Background: an optimization exercise with open tools, aiming at small area. Do not read the settings as production practice.
Where RTL was checked, it was by simulation tests only, not by an equivalence proof against the original.
The RTL of run 2 was laid out without a check of its function.
No activity file was given, so power comes from the tool's default toggle rates.

`constraint.sdc`:
```
create_clock -name core_clock -period 8.0 [get_ports {clock}]
set_input_delay 1.6000 -clock core_clock [delete_from_list [all_inputs] [get_ports {clock}]]
set_output_delay 1.6000 -clock core_clock [all_outputs]
set_load 0.01 [all_outputs]
```
`config.mk`:
```
export PLATFORM = sky130hd
export DESIGN_NAME = instruction_store
export DESIGN_NICKNAME = instruction_store
export VERILOG_FILES = /design/flow/design.v
export SDC_FILE = /design/flow/constraint.sdc
export NUM_CORES = 4
export LEC_CHECK = 0
export CAP_MARGIN = 20
export CORE_MARGIN = 2
export CORE_UTILIZATION = 50
export CTS_CLUSTER_DIAMETER = 100
export CTS_CLUSTER_SIZE = 24
export SETUP_SLACK_MARGIN = 0.1
export SLEW_MARGIN = 20
export SYNTH_HIERARCHICAL = 1
export SYNTH_MINIMUM_KEEP_SIZE = 0
```
`run.sh`:
```
#!/bin/bash
# synth_recipe.tcl (not shown) runs the flow's synth.tcl, then flattens the netlist and writes it again
# the make line also repeats each setting of config.mk as NAME=value (left out here)
make -C /OpenROAD-flow-scripts/flow DESIGN_CONFIG=/design/flow/config.mk WORK_HOME=/design/flow/orfs CLKGATE_MAP_FILE= SYNTH_SCRIPT=/design/flow/synth_recipe.tcl finish
```
`design.v`:
```
package instruction_store_pkg;
  localparam logic [31:0] NOP_WORD = 32'h0000_0000;
endpackage
module instruction_word #(
  parameter int DATA_W = 32
) (
  input  logic              clock,
  input  logic              keep,
  input  logic              we,
  input  logic [DATA_W-1:0] wdata,
  output logic [DATA_W-1:0] q
);
  always_ff @(posedge clock) q <= (q & {DATA_W{keep}}) | (wdata & {DATA_W{we}});
endmodule
module instruction_sel3 #(
  parameter int DATA_W = 32
) (
  input  logic [DATA_W-1:0] a,
  input  logic [DATA_W-1:0] b,
  input  logic [DATA_W-1:0] c,
  input  logic              sa,
  input  logic              sb,
  input  logic              sc,
  output logic [DATA_W-1:0] y_n
);
  assign y_n = ~((a & {DATA_W{sa}}) | (b & {DATA_W{sb}}) | (c & {DATA_W{sc}}));
endmodule
module instruction_sel2 #(
  parameter int DATA_W = 32
) (
  input  logic [DATA_W-1:0] a,
  input  logic [DATA_W-1:0] b,
  input  logic              sa,
  input  logic              sb,
  output logic [DATA_W-1:0] y_n
);
  assign y_n = ~((a & {DATA_W{sa}}) | (b & {DATA_W{sb}}));
endmodule
module instruction_ram #(
  parameter int DATA_W = 32,
  parameter int DEPTH  = 56
) (
  input  logic              clock,
  input  logic              clear,
  input  logic [DEPTH-1:0]  we,      
  input  logic [DATA_W-1:0] wdata,
  input  logic [DEPTH-1:0]  rsel,    
  output logic [DATA_W-1:0] rdata
);
  localparam int N3 = DEPTH / 3;           
  localparam int R  = DEPTH - 3 * N3;      
  localparam int NG = N3 + (R > 0);
  logic [DATA_W-1:0] mem_q [DEPTH];
  logic [DATA_W-1:0] part_n [NG];
  logic              keep;
  assign keep = ~clear;
  for (genvar w = 0; w < DEPTH; w++) begin : g_word
    instruction_word #(.DATA_W(DATA_W)) u_word (
      .clock (clock),
      .keep  (keep),
      .we    (we[w]),
      .wdata (wdata),
      .q     (mem_q[w])
    );
  end
  for (genvar g = 0; g < N3; g++) begin : g_sel
    instruction_sel3 #(.DATA_W(DATA_W)) u_sel (
      .a   (mem_q[3*g]),
      .b   (mem_q[3*g+1]),
      .c   (mem_q[3*g+2]),
      .sa  (rsel[3*g]),
      .sb  (rsel[3*g+1]),
      .sc  (rsel[3*g+2]),
      .y_n (part_n[g])
    );
  end
  if (R == 2) begin : g_rest2
    instruction_sel2 #(.DATA_W(DATA_W)) u_sel (
      .a   (mem_q[3*N3]),
      .b   (mem_q[3*N3+1]),
      .sa  (rsel[3*N3]),
      .sb  (rsel[3*N3+1]),
      .y_n (part_n[N3])
    );
  end else if (R == 1) begin : g_rest1
    assign part_n[N3] = ~(mem_q[3*N3] & {DATA_W{rsel[3*N3]}});
  end
  always_comb begin
    rdata = '0;
    for (int g = 0; g < NG; g++) rdata = rdata | ~part_n[g];
  end
endmodule
module instruction_store #(
  parameter int DATA_W = 32,
  parameter int ADDR_W = 10,
  parameter int DEPTH  = 56
) (
  input  logic              clock,
  input  logic              reset,
  input  logic [ADDR_W-1:0] address,
  output logic [DATA_W-1:0] instruction_out,
  output logic              fetch_fault,
  output logic              program_ready,
  input  logic              load_valid,
  output logic              load_ready,
  input  logic [DATA_W-1:0] load_data,
  input  logic              load_last,
  input  logic              reload,
  output logic [ADDR_W:0]   word_count
);
  localparam int IDX_W = $clog2(DEPTH + 1);   
  logic             load_q, run_q, clear;
  logic [IDX_W-1:0] cnt_q;
  logic             last_idx, xfer, in_range;
  logic [DEPTH-1:0] we, rsel;
  assign clear         = !load_q && !run_q;
  assign load_ready    = load_q;
  assign program_ready = run_q;
  assign xfer          = load_q && load_valid;
  assign last_idx      = cnt_q == IDX_W'(DEPTH-1);
  assign word_count    = clear ? '0 : (ADDR_W+1)'(cnt_q);
  always_ff @(posedge clock) begin
    if (reset) begin
      load_q <= 1'b0;
      run_q  <= 1'b0;
      cnt_q  <= '0;
    end else if (clear) begin
      cnt_q  <= last_idx ? '0 : cnt_q + 1'b1;
      load_q <= last_idx;
    end else if (load_q) begin
      if (load_valid) begin
        cnt_q <= cnt_q + 1'b1;
        if (load_last || last_idx) begin
          load_q <= 1'b0;
          run_q  <= 1'b1;
        end
      end
    end else if (reload) begin
      run_q <= 1'b0;
      cnt_q <= '0;
    end
  end
  assign in_range    = address < ADDR_W'(DEPTH);
  assign fetch_fault = run_q && !in_range;
  for (genvar w = 0; w < DEPTH; w++) begin : g_dec
    assign we[w]   = xfer && (cnt_q == IDX_W'(w));
    assign rsel[w] = run_q && (address == ADDR_W'(w));
  end
  instruction_ram #(.DATA_W(DATA_W), .DEPTH(DEPTH)) u_ram (
    .clock (clock),
    .clear (clear),
    .we    (we),
    .wdata (load_data),
    .rsel  (rsel),
    .rdata (instruction_out)
  );
endmodule
```
==> flow_summary.toml, run 1 <==
[run_status]
outcome = "timing/DRC/antenna clean"

[finish]
diodes = 0
final_common_cell = "dfxtp_1"
instances_no_fill = 6716
final_cell_mix = "dfxtp_1 (1800), a22o_1 (1680), a222oi_1 (576), nand4_1 (162), buf_4 (151)"
drive_gt1_frac = 0.108
area_growth_pct = 3.66
final_nets = 5019

[synthesis]
syn_avg_cell_area_um2 = 12.8
synth_seq_area_share = 0.550
postSynthCellCount = 5137
syn-cell-area_mm2 = 0.0656
ys_types = 39
yosys_warnings = 11
synth.top_cell.area_share = 0.550
ys_ff_latch = 1800
synth_largest_area_cell = "dfxtp_1"
synth.area.top_cells = "dfxtp_1 (55%), a22o_1 (22%), a222oi_1 (8.8%)"

[sta]
report.final.slew_viol_count = 0
period_share = 0.979
finalCriticalPeriod_ns = 7.83
skew_ns = 0.0245
rsz0062_at_grt = "no"
fmax_mhz = 128
max_slew_margin = 0.175
worstMarginPinSlew_ns = 1.24
final.setup.tns_ns = 0
hold_violations = 0
setup_violations = 0

[worst_setup_path]
cp_max_fo = 21
cp_slowest_cell = "nor2_4"
timing.rr.start = "run_q"
crit_start = "address[7]"
cpLargestDelayFamily = "simple AND/OR/NAND/NOR gates"
crit_type = "in2out"
path_buf_inv = 4
crit_path_start_kind = "input pin"
cp_cell_sequence = "clkdlybuf4s50_1, nor4_2, nand3_1, nor2_4, buf_4, a222oi_1, nand4_1, nor4_2, buf_4, nand4_1, clkdlybuf4s50_1"
crit_required_ns = 6.40
cp-end-kind = "primary output"
cp.arrival_ns = 6.23
slowest_delay_ns = 0.82

[drt]
remaining_drc_errors = 0
drt-vias-per-instance = 7.33
routed-via-count = 49228
routed_wl_um = 223000
firstDrtPassIters = 10
wire_per_inst_um = 33.2
antenna_left = 0
first_iter_violations = 8955

[floorplan]
core_area_mm2 = 0.130
io-pin-count = 93
die_area_mm2 = 0.134
row_count = 132
die_x_um = 366
start_util = 0.505
fp.dieH_um = 366

[global_routing]
grt_pass1_wl_um = 324000
grt_overflow = 0
grt_pass1_vias = 45708
antenna_found_initial = 9
grt_max_degree = 270
gr-usage-all-layers = 0.317

[clock_tree]
numCtsBuffers = 86
postCtsHoldBufs = 0
cts_resized = 2
cts_setup_buffers = 0
cts_root_buf = "clkbuf_16"
htreeDepth = 3
path_clk_slew_ns = 0.08
cts_tree = "done"
clk_path_buf_depth = 3
clkSinkCount = 1800
insertion_delay_ns = 0.74

[worst_hold_path]
min-delay-start = "u_ram.g_word[44].u_word.q[0]"
hp-class = "reg2reg"

[power_and_ir_drop]
ir_drop_v = 0.000170
power.leakage_nw = 24.0
p_per_area_mw_per_mm2 = 209

[placement]
place_congestion = 0.870
dp_hpwl_um = 130000
io_buffers = 87
dp.cells = 6612

[job]
max_cap_viol_count = 0
==> registers in the layout, indices dropped and copies added, names as in the netlist <==
name	cells
cnt_q	6
u_ram.g_word.u_word.q	1792
load_q	1
run_q	1
==> power by group <==
group | total (mW) | leakage, nW | internal (mW) | switching, mW
registers | 8.96 | 14.5 | 8.95 | 0.00269
logic | 0.274 | 8.38 | 0.0386 | 0.236
clock network | 4.94 | 1.14 | 2.04 | 2.90
total | 14.2 | 24.0 | 11.0 | 3.14
==> metrics by stage <==
| stage | worst slack [ns] | hold WS [ns] | instance area [um2] | power [mW] | utilization |
|---|---|---|---|---|---|
| after CTS | 0.251 | 0.492 | 67700 | 14.2 | 0.521 |
| after floorplan | 0.189 | 0.454 | 65600 | 9.19 | - |
| final | 0.166 | 0.488 | 67900 | 14.2 | 0.523 |
| after global routing | 0.175 | 0.502 | 67900 | 14.5 | 0.523 |
| after global placement | 0.00106 | 0.465 | 65200 | 9.43 | 0.503 |
| after detailed placement | 0.0172 | 0.468 | 65400 | 9.43 | 0.503 |
==> area by class of cell <==
type	instances	area, um2
inverter	5	26.3
tap	1742	2180
multi-input combinational	2812	25000
fill	11185	61900
clock inverter	5	82.6
clock buffer	89	2230
timing repair buffer	263	2440
sequential	1800	36000
==> cells by family after synthesis <==
group	after synthesis	synth area share
buffers and inverters	529	0.0829
AND/OR/NAND/NOR	387	0.0317
other	1	0.0000572
XOR/XNOR	2	0.000267
AO/OA/AOI/OAI	2414	0.335
adder cells (fa/ha/maj)	4	0.000764
flip-flops	1800	0.550
==> per-layer routing <==
metal / global-route usage / up-vias / wire length (um)
met5: 0 / - / 97
met4: 0.117 / 14 / 9030
met3: 0.0617 / 393 / 20900
met2: 0.473 / 2463 / 96700
met1: 0.454 / 25259 / 96300
li1: - / 21099 / -
==> Yosys cell counts (all sizes together) <==
library cell,count
nor4,33
ha,4
nand3b,2
nor2b,8
nor3b,1
nor4b,3
xnor2,1
nand3,11
o21ai,1
nand4,162
or3b,1
a21oi,5
a311oi,1
a222oi,576
buf,516
nand4b,1
or3,3
a22o,1792
and3,2
o211ai,3
conb,1
nor2,121
or4,2
clkbuf,8
nand2,31
a31oi,2
dfxtp,1800
xor2,1
inv,5
a22oi,32
a31o,1
nor3,2
nand2b,4
a211o,1
==> worst paths after layout <==
path / endpoint / cells past startpoint / slack, ns
max: instruction_out[17] / 11 / 0.17
min: u_ram.g_word[44].u_word.q[0] / 1 / 0.49
max reg2reg: u_ram.g_word[35].u_word.q[29] / 6 / 4.53
min reg2reg: u_ram.g_word[44].u_word.q[0] / 1 / 0.49
==> run 2, diff against run 1 <==
--- a/design.v
+++ b/design.v
@@ -26,15 +26,4 @@
   assign y_n = ~((a & {DATA_W{sa}}) | (b & {DATA_W{sb}}) | (c & {DATA_W{sc}}));
 endmodule
-module instruction_sel2 #(
-  parameter int DATA_W = 32
-) (
-  input  logic [DATA_W-1:0] a,
-  input  logic [DATA_W-1:0] b,
-  input  logic              sa,
-  input  logic              sb,
-  output logic [DATA_W-1:0] y_n
-);
-  assign y_n = ~((a & {DATA_W{sa}}) | (b & {DATA_W{sb}}));
-endmodule
 module instruction_ram #(
   parameter int DATA_W = 32,
@@ -48,15 +37,15 @@
   output logic [DATA_W-1:0] rdata
 );
-  localparam int N3 = DEPTH / 3;           
-  localparam int R  = DEPTH - 3 * N3;      
-  localparam int NG = N3 + (R > 0);
-  logic [DATA_W-1:0] mem_q [DEPTH];
+  localparam int NG = (DEPTH + 2) / 3;
+  logic [DATA_W-1:0] mem_q [NG*3];
+  logic [NG*3-1:0]   sel;
   logic [DATA_W-1:0] part_n [NG];
-  logic              keep;
-  assign keep = ~clear;
+  logic [DEPTH-1:0]  keep;
+  assign keep = ~(we | {DEPTH{clear}});
+  assign sel  = (NG*3)'(rsel);
   for (genvar w = 0; w < DEPTH; w++) begin : g_word
     instruction_word #(.DATA_W(DATA_W)) u_word (
       .clock (clock),
-      .keep  (keep),
+      .keep  (keep[w]),
       .we    (we[w]),
       .wdata (wdata),
@@ -64,25 +53,17 @@
     );
   end
-  for (genvar g = 0; g < N3; g++) begin : g_sel
+  for (genvar w = DEPTH; w < NG*3; w++) begin : g_pad
+    assign mem_q[w] = '0;
+  end
+  for (genvar g = 0; g < NG; g++) begin : g_sel
     instruction_sel3 #(.DATA_W(DATA_W)) u_sel (
       .a   (mem_q[3*g]),
       .b   (mem_q[3*g+1]),
       .c   (mem_q[3*g+2]),
-      .sa  (rsel[3*g]),
-      .sb  (rsel[3*g+1]),
-      .sc  (rsel[3*g+2]),
+      .sa  (sel[3*g]),
+      .sb  (sel[3*g+1]),
+      .sc  (sel[3*g+2]),
       .y_n (part_n[g])
     );
-  end
-  if (R == 2) begin : g_rest2
-    instruction_sel2 #(.DATA_W(DATA_W)) u_sel (
-      .a   (mem_q[3*N3]),
-      .b   (mem_q[3*N3+1]),
-      .sa  (rsel[3*N3]),
-      .sb  (rsel[3*N3+1]),
-      .y_n (part_n[N3])
-    );
-  end else if (R == 1) begin : g_rest1
-    assign part_n[N3] = ~(mem_q[3*N3] & {DATA_W{rsel[3*N3]}});
   end
   always_comb begin
--- a/config.mk
+++ b/config.mk
@@ -8,8 +8,5 @@
 export CAP_MARGIN = 20
 export CORE_MARGIN = 2
-export CORE_UTILIZATION = 50
-export CTS_CLUSTER_DIAMETER = 100
-export CTS_CLUSTER_SIZE = 24
-export SETUP_SLACK_MARGIN = 0.1
+export CORE_UTILIZATION = 40
 export SLEW_MARGIN = 20
 export SYNTH_HIERARCHICAL = 1
==> flow_summary.toml, run 2 <==
[run_status]
outcome = "timing/DRC/antenna clean"

[synthesis]
ys_ff_latch = 1800
synth.top_cells.by_count = "dfxtp_1 (1800), a22o_1 (1680), a222oi_1 (608), buf_6 (450), nor2_1 (177)"
ys_types = 38
syn-cell-area_mm2 = 0.0659
synth_edf_count = 0
synth_flop_cell = "dfxtp_1"
synth_largest_area_cell = "dfxtp_1"
synth_seq_area_share = 0.547
syn_avg_cell_area_um2 = 12.7
yosys_warnings = 12
synth-async-reset-ratio = 0
postSynthCellCount = 5202
synth.area.top_cells = "dfxtp_1 (55%), a22o_1 (22%), a222oi_1 (9.2%)"
synth.top_cell.area_share = 0.547
yosysMostFrequentCell = "dfxtp_1"

[global_routing]
gr-usage-all-layers = 0.277
grt_pass1_wl_um = 351000
antenna_found_initial = 5
grt_overflow = 0
grt_max_degree = 57
grt_pass1_vias = 48844

[clock_tree]
cts_setup_buffers = 0
insertion_delay_ns = 0.82
cts_resized = 0
clk_path_buf_depth = 3
cts_tree = "done"
clkSinkCount = 1800
htreeDepth = 4
numCtsBuffers = 182
postCtsHoldBufs = 0
path_clk_slew_ns = 0.06
cts_root_buf = "clkbuf_16"

[floorplan]
fp.dieH_um = 410
core_area_mm2 = 0.163
die_x_um = 410
io-pin-count = 93
row_count = 148
die_area_mm2 = 0.168
start_util = 0.404

[worst_setup_path]
cpLargestDelayFamily = "simple AND/OR/NAND/NOR gates"
slowest_delay_ns = 0.93
cp.arrival_ns = 6.33
cp_max_fo = 32
crit_path_start_kind = "input pin"
path_buf_inv = 4
cp_num_cells = 11
cp_cell_sequence = "clkdlybuf4s50_1, buf_4, nor2_1, nand2_1, nor2_2, buf_4, a222oi_1, nand4_1, nor4_1, nand4_1, clkdlybuf4s50_1"
cp-end-kind = "primary output"
ff2ff_path_depth = 6
crit_type = "in2out"
cp_slowest_cell = "nor4_1"
crit_required_ns = 6.40

[sta]
report.final.slew_viol_count = 0
worstMarginPinSlew_ns = 1.12
max_slew_margin = 0.255
rsz0062_at_grt = "no"
fmax_mhz = 126
finalCriticalPeriod_ns = 7.93
skew_ns = 0.0420
hold_violations = 0
final.setup.tns_ns = 0
setup_violations = 0
fin_ws_ns = 0.0714
period_share = 0.991

[finish]
final_common_cell = "dfxtp_1"
top_regs = "u_ram.g_word.u_word.q x1792, cnt_q x6"
largest_reg_flops = 1792
area_growth_pct = 11.0
regArea_mm2 = 0.0360
multi_input_area_mm2 = 0.0252
final_nets = 5311
largest-register = "u_ram.g_word.u_word.q"
drive_gt1_frac = 0.165
final_cell_mix = "dfxtp_1 (1800), a22o_1 (1680), a222oi_1 (608), buf_4 (266), clkbuf_16 (186)"
fill_cells = 14772

[worst_hold_path]
hp-class = "reg2reg"
hold_depth = 1

[drt]
firstDrtPassIters = 9
antenna_left = 0
routed_wl_um = 244000
routed-via-count = 52262
remaining_drc_errors = 0
drt-vias-per-instance = 6.89
first_iter_violations = 9968
wire_per_inst_um = 32.2

[job]
max_cap_viol_count = 0

[placement]
place_congestion = 0.914
dp_worst_setup_slack_ns = 0.152
io_buffers = 87
dp_hpwl_um = 148000

[power_and_ir_drop]
ir_drop_v = 0.000213
power.leakage_nw = 26.6
p_per_area_mw_per_mm2 = 249
[run 2: cell count changes in the layout (fill, tap and decap cells not counted), moves of 35 or more]
cell,before,now
nor2_4,110,44
conb_1,5,42
clkbuf_8,0,46
clkinv_2,1,36
clkbuf_1,0,36
buf_4,151,266
clkbuf_16,89,186
nor2_2,0,123
[run 2: where the power goes]
part | internal [mW] | total, mW | switching, mW
logic | 0.0778 | 0.402 | 0.324
registers | 8.96 | 8.97 | 0.00288
clock network | 5.15 | 8.82 | 3.67
total | 14.2 | 18.2 | 4.00
[run 2: area by class of cell]
class | instances | area share
clock inverters | 65 | 0.0107
well taps | 2175 | 0.0372
repair buffers | 367 | 0.0408
flip-flops and latches | 1800 | 0.493
clock buffers | 268 | 0.0741
diodes | 2 | 0.0000684
inverters | 4 | 0.000205
multi-input cells | 2905 | 0.344
[run 2: logic make-up after synthesis]
group	share of synthesized area
adders and majority gates	0.000759
AOI/OAI and AO/OA	0.334
DFF	0.547
and+or+nand+nor	0.0347
xor gates and xnor gates	0.000266
other	0.000114
buffers and inverters	0.0835
[run 2: per-stage QoR]
stage | util | area (um2) | hold WS, ns | std cells | total power [mW]
5_1_grt | 0.448 | 73100 | 0.491 | 7584 | 18.6
4_1_cts | 0.448 | 73100 | 0.484 | 7584 | 18.2
3_5_place_dp | 0.410 | 66900 | 0.468 | 7251 | 9.55
2_1_floorplan | - | 66100 | 0.454 | 5242 | 9.22
3_3_place_gp | 0.410 | 66900 | 0.465 | 7248 | 9.55
6_report | 0.448 | 73100 | 0.483 | 7586 | 18.2
[run 2: path summary, 6_finish.rpt]
path / from / end / slack, ns
max: address[1] / instruction_out[1] / 0.07
min: u_ram.g_word[26].u_word.q[8] / u_ram.g_word[26].u_word.q[8] / 0.48
max reg2reg: cnt_q[2] / u_ram.g_word[36].u_word.q[29] / 4.06
min reg2reg: u_ram.g_word[26].u_word.q[8] / u_ram.g_word[26].u_word.q[8] / 0.48
[run 2: routing by layer]
| layer | up-vias | part of all wire | GRT usage | wire length (um) |
|---|---|---|---|---|
| met3 | 476 | 0.11 | 0.0672 | 27300 |
| met2 | 3438 | 0.42 | 0.396 | 102000 |
| li1 | 21909 | - | - | - |
| met1 | 26431 | 0.43 | 0.392 | 104000 |
| met4 | 8 | 0.043 | 0.122 | 10600 |
| met5 | - | 0.00023 | 0 | 57 |
==> run 3, diff against run 2 <==
--- a/design.v
+++ b/design.v
@@ -26,4 +26,15 @@
   assign y_n = ~((a & {DATA_W{sa}}) | (b & {DATA_W{sb}}) | (c & {DATA_W{sc}}));
 endmodule
+module instruction_sel2 #(
+  parameter int DATA_W = 32
+) (
+  input  logic [DATA_W-1:0] a,
+  input  logic [DATA_W-1:0] b,
+  input  logic              sa,
+  input  logic              sb,
+  output logic [DATA_W-1:0] y_n
+);
+  assign y_n = ~((a & {DATA_W{sa}}) | (b & {DATA_W{sb}}));
+endmodule
 module instruction_ram #(
   parameter int DATA_W = 32,
@@ -37,15 +48,15 @@
   output logic [DATA_W-1:0] rdata
 );
-  localparam int NG = (DEPTH + 2) / 3;
-  logic [DATA_W-1:0] mem_q [NG*3];
-  logic [NG*3-1:0]   sel;
+  localparam int N3 = DEPTH / 3;           
+  localparam int R  = DEPTH - 3 * N3;      
+  localparam int NG = N3 + (R > 0);
+  logic [DATA_W-1:0] mem_q [DEPTH];
   logic [DATA_W-1:0] part_n [NG];
-  logic [DEPTH-1:0]  keep;
-  assign keep = ~(we | {DEPTH{clear}});
-  assign sel  = (NG*3)'(rsel);
+  logic              keep;
+  assign keep = ~clear;
   for (genvar w = 0; w < DEPTH; w++) begin : g_word
     instruction_word #(.DATA_W(DATA_W)) u_word (
       .clock (clock),
-      .keep  (keep[w]),
+      .keep  (keep),
       .we    (we[w]),
       .wdata (wdata),
@@ -53,17 +64,25 @@
     );
   end
-  for (genvar w = DEPTH; w < NG*3; w++) begin : g_pad
-    assign mem_q[w] = '0;
-  end
-  for (genvar g = 0; g < NG; g++) begin : g_sel
+  for (genvar g = 0; g < N3; g++) begin : g_sel
     instruction_sel3 #(.DATA_W(DATA_W)) u_sel (
       .a   (mem_q[3*g]),
       .b   (mem_q[3*g+1]),
       .c   (mem_q[3*g+2]),
-      .sa  (sel[3*g]),
-      .sb  (sel[3*g+1]),
-      .sc  (sel[3*g+2]),
+      .sa  (rsel[3*g]),
+      .sb  (rsel[3*g+1]),
+      .sc  (rsel[3*g+2]),
       .y_n (part_n[g])
     );
+  end
+  if (R == 2) begin : g_rest2
+    instruction_sel2 #(.DATA_W(DATA_W)) u_sel (
+      .a   (mem_q[3*N3]),
+      .b   (mem_q[3*N3+1]),
+      .sa  (rsel[3*N3]),
+      .sb  (rsel[3*N3+1]),
+      .y_n (part_n[N3])
+    );
+  end else if (R == 1) begin : g_rest1
+    assign part_n[N3] = ~(mem_q[3*N3] & {DATA_W{rsel[3*N3]}});
   end
   always_comb begin
@@ -124,7 +143,14 @@
   assign in_range    = address < ADDR_W'(DEPTH);
   assign fetch_fault = run_q && !in_range;
+  logic       rd_en;
+  logic [7:0] dec_lo, dec_hi;
+  assign rd_en = run_q && (address[ADDR_W-1:6] == '0);
+  for (genvar i = 0; i < 8; i++) begin : g_pre
+    assign dec_lo[i] = address[2:0] == 3'(i);
+    assign dec_hi[i] = rd_en && (address[5:3] == 3'(i));
+  end
   for (genvar w = 0; w < DEPTH; w++) begin : g_dec
     assign we[w]   = xfer && (cnt_q == IDX_W'(w));
-    assign rsel[w] = run_q && (address == ADDR_W'(w));
+    assign rsel[w] = dec_hi[w / 8] && dec_lo[w % 8];
   end
   instruction_ram #(.DATA_W(DATA_W), .DEPTH(DEPTH)) u_ram (
==> flow/run.sh (new file) <==
#!/bin/bash
set -euo pipefail
here=$(pwd)
bash standard.sh \
  "BUFFER_PORTS_ARGS=-buffer_cell sky130_fd_sc_hd__buf_2" \
  "POST_FLOORPLAN_TCL=$here/flow/post_floorplan.tcl" \
  "CTS_ARGS=-sink_clustering_enable -repair_clock_nets -sink_clustering_size 28 -sink_clustering_max_diameter 100 -dont_use_dummy_load" \
  finish > flow_make.log 2>&1
==> flow/post_floorplan.tcl (new file) <==
# own flow: synthesis sized a few storage gates up (a22o_2); put them back to a22o_1
set n 0
foreach inst [[ord::get_db_block] getInsts] {
  if {[[$inst getMaster] getName] eq "sky130_fd_sc_hd__a22o_2"} {
    replace_cell [$inst getName] sky130_fd_sc_hd__a22o_1
    incr n
  }
}
puts "own flow: replaced $n a22o_2 cells by a22o_1"
==> standard.sh (new file) <==
#!/bin/bash
# synth_recipe.tcl (not shown) runs the flow's synth.tcl, then flattens the netlist and writes it again
# the make line also repeats each setting of config.mk as NAME=value (left out here)
make -C /OpenROAD-flow-scripts/flow DESIGN_CONFIG=/design/flow/config.mk WORK_HOME=/design/flow/orfs CLKGATE_MAP_FILE= SYNTH_SCRIPT=/design/flow/synth_recipe.tcl "${@:-finish}"
--- a/config.mk
+++ b/config.mk
@@ -8,5 +8,6 @@
 export CAP_MARGIN = 20
 export CORE_MARGIN = 2
-export CORE_UTILIZATION = 40
+export CORE_UTILIZATION = 65
+export SETUP_SLACK_MARGIN = 0.1
 export SLEW_MARGIN = 20
 export SYNTH_HIERARCHICAL = 1
removed: run.sh
==> flow_summary.toml, run 3 <==
[synthesis]
synth.area.top_cells = "dfxtp_1 (55%), a22o_1 (22%), a222oi_1 (8.8%)"
ys_ff_latch = 1800
synth_flop_cell = "dfxtp_1"
ys_types = 48
synth.top_cells.by_count = "dfxtp_1 (1800), a22o_1 (1680), a222oi_1 (576), buf_6 (448), nand4_1 (164)"
synth_edf_count = 0
synth_seq_area_share = 0.549
synth-async-reset-ratio = 0
syn_avg_cell_area_um2 = 12.8
yosysMostFrequentCell = "dfxtp_1"
synth_largest_area_cell = "dfxtp_1"
yosys_warnings = 11
postSynthCellCount = 5140
synth.top_cell.area_share = 0.549
syn-cell-area_mm2 = 0.0656

[global_routing]
grt_overflow = 0
grt_max_degree = 191
grt_pass1_vias = 45427
grt_pass1_wl_um = 310000
antenna_found_initial = 10
gr-usage-all-layers = 0.398

[finish]
final_common_cell = "dfxtp_1"
largest_reg_flops = 1792
final_nets = 4984
drive_gt1_frac = 0.0894
instances_no_fill = 6230
largest-register = "u_ram.g_word.u_word.q"
top_regs = "u_ram.g_word.u_word.q x1792, cnt_q x6"
multi_input_area_mm2 = 0.0249
fill_cells = 7587
area_growth_pct = 1.25
regArea_mm2 = 0.0360
final_cell_mix = "dfxtp_1 (1800), a22o_1 (1792), a222oi_1 (576), nand4_1 (164), buf_4 (121)"

[floorplan]
die_area_mm2 = 0.104
fp.dieH_um = 322
start_util = 0.656
core_area_mm2 = 0.100
row_count = 116
die_x_um = 322
io-pin-count = 93

[sta]
fin_ws_ns = 0.859
fmax_mhz = 140
worstMarginPinSlew_ns = 1.24
rsz0062_at_grt = "no"
setup_violations = 0
finalCriticalPeriod_ns = 7.14
report.final.slew_viol_count = 0
max_slew_margin = 0.174
skew_ns = 0.0365
hold_violations = 0
period_share = 0.893
final.setup.tns_ns = 0

[clock_tree]
cts_root_buf = "clkbuf_16"
cts_resized = 0
cts_setup_buffers = 0
numCtsBuffers = 74
cts_tree = "done"
postCtsHoldBufs = 0
path_clk_slew_ns = 0.05
htreeDepth = 3
clkSinkCount = 1800
clk_path_buf_depth = 3
insertion_delay_ns = 0.71

[drt]
remaining_drc_errors = 0
routed-via-count = 49529
antenna_left = 0
firstDrtPassIters = 11
drt-vias-per-instance = 7.95
wire_per_inst_um = 34.4
first_iter_violations = 9185
routed_wl_um = 214000

[worst_setup_path]
cp-end-kind = "primary output"
crit_required_ns = 6.40
ff2ff_path_depth = 6
crit_type = "in2out"
cp_slowest_cell = "nor4_1"
timing.rr.start = "run_q"
cp.arrival_ns = 5.54
cp_num_cells = 9
regToRegEndpoint = "u_ram.g_word[8].u_word.q[24]"
cp_max_fo = 21
rrSetupSlack_ns = 4.33
path_buf_inv = 3
cpLargestDelayFamily = "simple AND/OR/NAND/NOR gates"
crit_path_start_kind = "input pin"
slowest_delay_ns = 1.05
cp_cell_sequence = "buf_2, or3_1, nor2_4, buf_4, a222oi_1, nand4_1, nor4_1, nand4_1, buf_2"

[worst_hold_path]
hp-class = "reg2reg"
min-delay-start = "u_ram.g_word[44].u_word.q[0]"
hold_depth = 1
hold_end = "u_ram.g_word[44].u_word.q[0]"

[placement]
io_buffers = 87
dp_worst_setup_slack_ns = 0.889
dp_hpwl_um = 127000
place_congestion = 0.929
dp.cells = 6147

[run_status]
outcome = "timing/DRC/antenna clean"

[power_and_ir_drop]
p_total_mw = 13.6
power.leakage_nw = 23.8
ir_drop_v = 0.000186
p_per_area_mw_per_mm2 = 205

[job]
max_cap_viol_count = 0
==> run 3: changes by cell type after synthesis, moves of 3 or more <==
cell      before  now
a21oi_1        5    2
a222oi_1     608  576
a22oi_1        0   32
and2_1         0    5
buf_4          9    5
clkbuf_1       8    5
nand2_1       31   18
nand2b_1       4    1
nand3_1       11    8
nand3b_1       2    5
nand4b_2       0    4
nor2_1       177  120
o21ai_0        1    5
==> run 3: metrics by stage <==
stage	hold WS, ns	utilization	area, um2
after floorplan	0.454	-	65700
after global placement	0.462	0.641	64200
final	0.484	0.664	66500
after global routing	0.503	0.664	66500
after detailed placement	0.464	0.643	64400
after CTS	0.486	0.661	66200
==> run 3: routing by layer <==
metal / track usage / up-vias / share of wire
li1: - / 21035 / -
met1: 0.544 / 24852 / 0.40
met5: 0 / - / 0.00038
met2: 0.591 / 3131 / 0.43
met4: 0.195 / 12 / 0.054
met3: 0.0937 / 499 / 0.11
==> run 3: how the worst max path moves through the flow <==
stage	startpoint	to	slack, ns
3_5_place_dp	address[2]	instruction_out[3]	0.89
3_3_place_gp	address[2]	instruction_out[10]	0.61
4_1_cts	address[2]	instruction_out[3]	0.88
6_report	address[2]	instruction_out[13]	0.86
2_1_floorplan	load_q	u_ram.g_word[0].u_word.q[29]	2.06
5_1_grt	address[1]	instruction_out[18]	0.89
==> run 3: cells by family after synthesis <==
kind of cell               after synthesis  synth area share
buffers and inverters                  533            0.0832
other                                    1         0.0000571
DFF                                   1800             0.549
AOI/OAI and AO/OA                     2421             0.335
adders and majority gates                4          0.000762
and+or+nand+nor                        380            0.0320
muxes                                    1          0.000152
==> run 3: final cells by class <==
cell class	count	area share
multi-input combinational	2811	0.374
sequential	1800	0.542
timing repair buffer	238	0.0308
antenna	1	0.0000376
tap	1298	0.0244
inverter	8	0.000508
clock buffer	74	0.0279
==> run 3: report_power, final <==
group          switching (mW)  internal [mW]  leakage (nW)  total (mW)
registers             0.00348           8.96          14.5        8.96
logic                   0.232         0.0366          8.40       0.268
clock network            2.71           1.68         0.912        4.39
total                    2.95           10.7          23.8        13.6
==> run 4, diff against run 3 <==
--- a/design.v
+++ b/design.v
@@ -36,4 +36,34 @@
 );
   assign y_n = ~((a & {DATA_W{sa}}) | (b & {DATA_W{sb}}));
+endmodule
+module instruction_nand4 #(parameter int DATA_W = 32) (
+  input  logic [DATA_W-1:0] a, b, c, d,
+  output logic [DATA_W-1:0] y
+);
+  assign y = ~(a & b & c & d);
+endmodule
+module instruction_nand3 #(parameter int DATA_W = 32) (
+  input  logic [DATA_W-1:0] a, b, c,
+  output logic [DATA_W-1:0] y
+);
+  assign y = ~(a & b & c);
+endmodule
+module instruction_nand2 #(parameter int DATA_W = 32) (
+  input  logic [DATA_W-1:0] a, b,
+  output logic [DATA_W-1:0] y
+);
+  assign y = ~(a & b);
+endmodule
+module instruction_nor3 #(parameter int DATA_W = 32) (
+  input  logic [DATA_W-1:0] a, b, c,
+  output logic [DATA_W-1:0] y
+);
+  assign y = ~(a | b | c);
+endmodule
+module instruction_nor2 #(parameter int DATA_W = 32) (
+  input  logic [DATA_W-1:0] a, b,
+  output logic [DATA_W-1:0] y
+);
+  assign y = ~(a | b);
 endmodule
 module instruction_ram #(
@@ -86,7 +116,21 @@
     assign part_n[N3] = ~(mem_q[3*N3] & {DATA_W{rsel[3*N3]}});
   end
-  always_comb begin
-    rdata = '0;
-    for (int g = 0; g < NG; g++) rdata = rdata | ~part_n[g];
+  if (NG == 19) begin : g_or19
+    logic [DATA_W-1:0] s1 [5];
+    logic [DATA_W-1:0] s2_n [2];
+    for (genvar i = 0; i < 4; i++) begin : g_l1
+      instruction_nand4 #(.DATA_W(DATA_W)) u_l1 (
+        .a (part_n[4*i]), .b (part_n[4*i+1]), .c (part_n[4*i+2]), .d (part_n[4*i+3]), .y (s1[i]));
+    end
+    instruction_nand3 #(.DATA_W(DATA_W)) u_l1_4 (
+      .a (part_n[16]), .b (part_n[17]), .c (part_n[18]), .y (s1[4]));
+    instruction_nor3 #(.DATA_W(DATA_W)) u_l2_0 (.a (s1[0]), .b (s1[1]), .c (s1[2]), .y (s2_n[0]));
+    instruction_nor2 #(.DATA_W(DATA_W)) u_l2_1 (.a (s1[3]), .b (s1[4]), .y (s2_n[1]));
+    instruction_nand2 #(.DATA_W(DATA_W)) u_l3 (.a (s2_n[0]), .b (s2_n[1]), .y (rdata));
+  end else begin : g_or
+    always_comb begin
+      rdata = '0;
+      for (int g = 0; g < NG; g++) rdata = rdata | ~part_n[g];
+    end
   end
 endmodule
==> flow/run.sh (replaced) <==
#!/bin/bash
set -euo pipefail
bash standard.sh \
  "BUFFER_PORTS_ARGS=-buffer_cell sky130_fd_sc_hd__buf_2" \
  "CTS_ARGS=-sink_clustering_enable -repair_clock_nets -sink_clustering_size 24 -sink_clustering_max_diameter 100 -dont_use_dummy_load" \
  finish > flow_make.log 2>&1
--- a/config.mk
+++ b/config.mk
@@ -8,5 +8,7 @@
 export CAP_MARGIN = 20
 export CORE_MARGIN = 2
-export CORE_UTILIZATION = 65
+export CORE_UTILIZATION = 50
+export CTS_CLUSTER_DIAMETER = 100
+export CTS_CLUSTER_SIZE = 24
 export SETUP_SLACK_MARGIN = 0.1
 export SLEW_MARGIN = 20
removed: flow/post_floorplan.tcl
==> flow_summary.toml, run 4 <==
[global_routing]
antenna_found_initial = 7
gr-usage-all-layers = 0.311
grt_overflow = 0
grt_pass1_wl_um = 320000
grt_pass1_vias = 45614
grt_max_degree = 252

[sta]
final.setup.tns_ns = 0
rsz0062_at_grt = "no"
setup_violations = 0
skew_ns = 0.0368
finalCriticalPeriod_ns = 6.82
hold_violations = 0
max_slew_margin = 0.204
period_share = 0.853
report.final.slew_viol_count = 0
worstMarginPinSlew_ns = 1.19
holdWs_ns = 0.490
fmax_mhz = 147

[run_status]
outcome = "timing/DRC/antenna clean"

[finish]
multi_input_area_mm2 = 0.0253
regArea_mm2 = 0.0360
top_regs = "u_ram.g_word.u_word.q x1792, cnt_q x6"
fill_cells = 11517
largest_reg_flops = 1792
final_common_cell = "dfxtp_1"
area_growth_pct = 2.58
drive_gt1_frac = 0.121
final_cell_mix = "dfxtp_1 (1800), a22o_1 (1680), a222oi_1 (576), buf_4 (145), nand4_1 (132)"
largest-register = "u_ram.g_word.u_word.q"
final_nets = 5072
fin_util = 0.516

[clock_tree]
cts_resized = 0
insertion_delay_ns = 0.73
numCtsBuffers = 84
postCtsHoldBufs = 0
cts_setup_buffers = 0
cts_root_buf = "clkbuf_16"
path_clk_slew_ns = 0.09
htreeDepth = 3
clkSinkCount = 1800
clk_path_buf_depth = 3
cts_tree = "done"

[drt]
routed-wl-met3_um = 19300
wire_per_inst_um = 32.5
highest_layer = "met5"
firstDrtPassIters = 8
wl_met1_um = 96800
antenna_left = 0
remaining_drc_errors = 0
first_iter_violations = 9108
routed-wl-met2_um = 96100
routed-via-count = 49497
routed_wl_um = 220000
drt-vias-per-instance = 7.30

[placement]
place_congestion = 0.832
dp_hpwl_um = 127000
io_buffers = 87

[synthesis]
synth.area.top_cells = "dfxtp_1 (55%), a22o_1 (22%), a222oi_1 (8.7%)"
yosysMostFrequentCell = "dfxtp_1"
synth.top_cell.area_share = 0.546
ys_types = 49
syn-cell-area_mm2 = 0.0660
yosys_warnings = 13
synth_seq_area_share = 0.546
synth_edf_count = 0
synth.top_cells.by_count = "dfxtp_1 (1800), a22o_1 (1680), a222oi_1 (576), buf_6 (448), nor2_1 (152)"
postSynthCellCount = 5204
ys_ff_latch = 1800
syn_avg_cell_area_um2 = 12.7
synth-async-reset-ratio = 0
synth_flop_cell = "dfxtp_1"
synth_largest_area_cell = "dfxtp_1"

[worst_setup_path]
crit_path_start_kind = "input pin"
cp.arrival_ns = 5.22
cp-end-kind = "primary output"
crit_required_ns = 6.40
cp_max_fo = 20
crit_type = "in2out"

[worst_hold_path]
hp-class = "reg2reg"

[power_and_ir_drop]
ir_drop_v = 0.000154
power.leakage_nw = 24.3
p_per_area_mw_per_mm2 = 206

[floorplan]
core_area_mm2 = 0.131
die_area_mm2 = 0.135
start_util = 0.503
io-pin-count = 93
row_count = 133
fp.dieH_um = 367
die_x_um = 367

[job]
max_cap_viol_count = 0
-- run 4: per-stage QoR --
stage	setup WS (ns)	instance area, um2	power, mW	instances
6_report	1.18	67700	13.9	6779
5_1_grt	1.18	67700	14.3	6777
4_1_cts	1.25	67500	14.0	6770
3_5_place_dp	1.25	65400	9.44	6686
3_3_place_gp	1.23	65400	9.43	6683
2_1_floorplan	2.06	66000	9.19	5208
-- run 4: final timing paths --
check	start	to	slack, ns	cells after the start
worst max-delay path	address[9]	instruction_out[0]	1.18	10
worst max register to register	run_q	u_ram.g_word[2].u_word.q[5]	4.59	7
worst min-delay path	u_ram.g_word[17].u_word.q[19]	u_ram.g_word[17].u_word.q[19]	0.49	1
worst min register to register	u_ram.g_word[17].u_word.q[19]	u_ram.g_word[17].u_word.q[19]	0.49	1
-- run 4: worst max-delay path, cell delays in order --
cell,delay (ns)
buf_2,0.11
nor4_4,0.65
nand4b_2,0.71
nor2_4,0.88
buf_4,0.35
a222oi_1,0.11
nand4_1,0.32
nor3_2,0.13
nand2_1,0.15
buf_2,0.17
-- run 4: layer usage --
metal / global-route usage / vias to the layer above
li1: - / 21227
met1: 0.458 / 25268
met2: 0.464 / 2630
met3: 0.0465 / 370
met4: 0.105 / 2
met5: 0 / -
-- run 4: cell type report --
cell class / instances / share of cell area
Sequential cell: 1800 / 0.532
Multi-Input combinational cell: 2875 / 0.374
Tap cell: 1755 / 0.0324
Clock buffer: 84 / 0.0311
Timing Repair Buffer: 252 / 0.0292
Inverter: 8 / 0.000499
Antenna cell: 5 / 0.000185
-- run 4: where the power goes --
| part | total [mW] | switching [mW] | leakage, nW | internal, mW |
|---|---|---|---|---|
| Clock | 4.71 | 2.83 | 1.04 | 1.89 |
| Combinational | 0.274 | 0.238 | 8.80 | 0.0361 |
| Sequential | 8.96 | 0.00286 | 14.5 | 8.95 |
| Total | 13.9 | 3.07 | 24.3 | 10.9 |
-- run 4: cell families (layout without fill, tap and decap cells) --
logic type,Yosys count,count (layout),synth area share
compound gates,2421,2421,0.333
fa+ha+maj,4,4,0.000759
buf+inv,533,344,0.0828
flops,1800,1800,0.546
mux,1,1,0.000152
other cells,1,10,0.0000568
simple gates,444,444,0.0367

[afterwards: timing with drivers on the ports]
How much do the figures lean on ideal ports? The routed layouts below were timed once more, with nothing changed but the port constraints. Step 1 (the two cells are an assumption about what drives the block):
set clk [get_ports {clock}]
set_driving_cell -lib_cell sky130_fd_sc_hd__clkbuf_16 $clk
set_driving_cell -lib_cell sky130_fd_sc_hd__buf_2 [delete_from_list [all_inputs] $clk]
Step 2 times the ports against the registers' clock, not the clock port: input delays grow and output delays shrink by t, the midpoint of the rising clock arrivals with the driver on. Slacks: ideal / step 1 / step 2; pairs: ideal / step 1.
run | t, ns | slack for setup (ns) | worst data-port slew with drivers (ns)
run 1 | 0.813 | 0.166 / 0.145 / 0.145 | 0.10
run 2 | 0.873 | 0.071 / -0.037 / -0.037 | 0.10
run 3 | 0.766 | 0.859 / 0.832 / 0.832 | 0.13
run 4 | 0.806 | 1.178 / 1.156 / 1.156 | 0.14
Met with ideal ports but missed after step 2: setup timing in run 2. For run 2, which loses most, drivers alone change the setup slack by -0.108 ns; drivers and shift together by -0.108 ns.
